From an optimization exercise on the open Yosys and OpenROAD flow, aimed at a short achievable clock period and few clock cycles; shortcuts taken in it are not production practice. Only simulation tests tie the RTL to the original design; equivalence was not proved.

==> onyx <==
Design attn_top, start of the top module:
module attn_top (
  input  logic clk,
  input  logic reset_n,
  input  logic dut_valid,
  output logic dut_ready,
  output logic [16-1:0] sram_input_read_address,
  input  logic [32-1:0] sram_input_read_data,
  output logic [16-1:0] sram_weight_read_address,
  input  logic [32-1:0] sram_weight_read_data,
  output logic [16-1:0] sram_result_read_address,
  input  logic [32-1:0] sram_result_read_data,
  output logic                    sram_result_write_enable,
  output logic [16-1:0] sram_result_write_address,
  output logic [32-1:0] sram_result_write_data,
  output logic [16-1:0] sram_scratchpad_read_address,
  input  logic [32-1:0] sram_scratchpad_read_data,
  output logic                    sram_scratchpad_write_enable,
  output logic [16-1:0] sram_scratchpad_write_address,
  output logic [32-1:0] sram_scratchpad_write_data
);
==> flow/config.mk <==
export PLATFORM = sky130hd
export DESIGN_NAME = attn_top
export DESIGN_NICKNAME = attn_top
export VERILOG_FILES = /design/flow/design.v
export SDC_FILE = /design/flow/constraint.sdc
export NUM_CORES = 4
export LEC_CHECK = 0
export CAP_MARGIN = 20
export CORE_MARGIN = 2
export CORE_UTILIZATION = 40
export SLEW_MARGIN = 20
==> flow/constraint.sdc <==
create_clock -name core_clock -period 16.0 [get_ports {clk}]
set_input_delay 3.2000 -clock core_clock [delete_from_list [all_inputs] [get_ports {clk}]]
set_output_delay 3.2000 -clock core_clock [all_outputs]
set_load 0.01 [all_outputs]
run.sh (not shown) runs the stock make flow with config.mk's settings and CLKGATE_MAP_FILE= SYNTH_SCRIPT=/design/flow/synth_recipe.tcl, a recipe that flattens the netlist after the stock synthesis.
==> inputs of delta, as changes to onyx <==
--- a/flow/design.v
+++ b/flow/design.v
@@ -229,18 +229,18 @@
   output logic [16-1:0] sram_result_write_address,
   output logic [32-1:0] sram_result_write_data,
   output logic [16-1:0] sram_scratchpad_read_address,
   input  logic [32-1:0] sram_scratchpad_read_data,
   output logic                    sram_scratchpad_write_enable,
   output logic [16-1:0] sram_scratchpad_write_address,
   output logic [32-1:0] sram_scratchpad_write_data
 );
-  localparam int NL = 8;        
-  localparam int LW = 3;        
+  localparam int NL = 4;        
+  localparam int LW = 2;        
   typedef enum logic [3:0] {
     R_IDLE,
     R_D1,      
     R_D2,      
     R_D3,      
     R_D4,      
     R_XL,      
     R_PROJ,    
==> inputs of harbor, as changes to onyx <==
--- a/flow/design.v
+++ b/flow/design.v
@@ -229,17 +229,17 @@
   output logic [16-1:0] sram_result_write_address,
   output logic [32-1:0] sram_result_write_data,
   output logic [16-1:0] sram_scratchpad_read_address,
   input  logic [32-1:0] sram_scratchpad_read_data,
   output logic                    sram_scratchpad_write_enable,
   output logic [16-1:0] sram_scratchpad_write_address,
   output logic [32-1:0] sram_scratchpad_write_data
 );
-  localparam int NL = 8;        
+  localparam int NL = 6;        
   localparam int LW = 3;        
   typedef enum logic [3:0] {
     R_IDLE,
     R_D1,      
     R_D2,      
     R_D3,      
     R_D4,      
     R_XL,      
@@ -341,18 +341,18 @@
     r_q <= sram_result_read_data;
     s_q <= sram_scratchpad_read_data;
   end
   always_ff @(posedge clk) begin
     ne_a <= 13'(n_r) * 13'(e_r[3:0]);
     ne_b <= 13'(n_r) * 13'(e_r[6:4]);
     ne_r <= 16'(ne_a) + {2'b0, ne_b[9:0], 4'b0};
     ne3_r <= ne_r + ne_r + ne_r;
-    nde_r <= 16'(d_r) << LW;
-    nle_r <= 16'(e_r) << LW;
+    nde_r <= 16'(d_r) * 16'(NL);
+    nle_r <= 16'(e_r) * 16'(NL);
     e3_r <= 8'(e_r) + 8'(e_r) + 8'(em1_r);
   end
   always_comb begin
     rs_n = rs;
     ready_n = ready_q;
     n_n = n_r;
     d_n = d_r;
     e_n = e_r;
==> results.ini <==
[clock_tree]
cts_max_level=6

[cells_and_area]
synthToLayoutAreaGrowth_pct=12.3
clock_buffers=830
drive_above_1_share_pct=11.8

[die]
taps=10206

[placed_design]
dp_slack_ps=10870

[status]
outcome=timing/DRC/antenna clean

[synthesis]
async_flop_share_pct=1.18

[grt]
grt_pass1_wl_mm=1300

# the run above: harbor

==> results.ini <==
[status]
outcome=complete, but fails checks
so.violations=antenna violations

[cells_and_area]
drive_above_1_share_pct=11.6
synthToLayoutAreaGrowth_pct=11.7

[placed_design]
dp_slack_ps=10690

[synthesis]
async_flop_share_pct=0.979

[die]
taps=13212

[routing]
final_antenna_net_count=1

[clock_tree]
cts_max_level=6

[grt]
grt_pass1_wl_mm=1600

# the run above: onyx

==> results.ini <==
[status]
outcome=timing/DRC/antenna clean

[grt]
grt_max_degree=129
grt_pass1_wl_mm=885

[timing]
max_slew_margin_pct=15.1

[placed_design]
dp_slack_ps=10860

[cells_and_area]
synthToLayoutAreaGrowth_pct=12.2

[die]
taps=7234

[clock_tree]
cts_max_level=5

[synthesis]
async_flop_share_pct=1.56

# the run above: delta

Testbench counts of onyx, summed over its fixed seeds: cycles 56,539.
Testbench counts of delta, summed over its fixed seeds: cycles 84,851.
Testbench counts of harbor, summed over its fixed seeds: cycles 66,577.

-- static timing again, ports no longer ideal --
The results above use ideal ports. As a check the final layouts listed here were re-extracted and re-timed, cells and wires unchanged. Step 1, drivers: a clkbuf_16 drives clk and a buf_2 each remaining input, both assumed. Step 2 adds t to the input delays and takes it off the output delays; t is the mean of the earliest and latest rising clock arrival at the registers after step 1. Input paths then give back, and output paths get back, about the clock's delay inside the block. Slacks: ideal ports / drivers / drivers and shift; pairs: ideal ports / drivers.
run	t, ns	setup WS [ns]	worst setup path at the end	slew at the worst register clock pin (ns)
onyx	1.255	10.485 / 10.335 / 10.610	input to register	0.08 / 0.08
delta	1.118	10.576 / 10.457 / 10.776	input to register	0.07 / 0.07
harbor	1.255	10.013 / 9.852 / 10.603	input to register	0.07 / 0.07
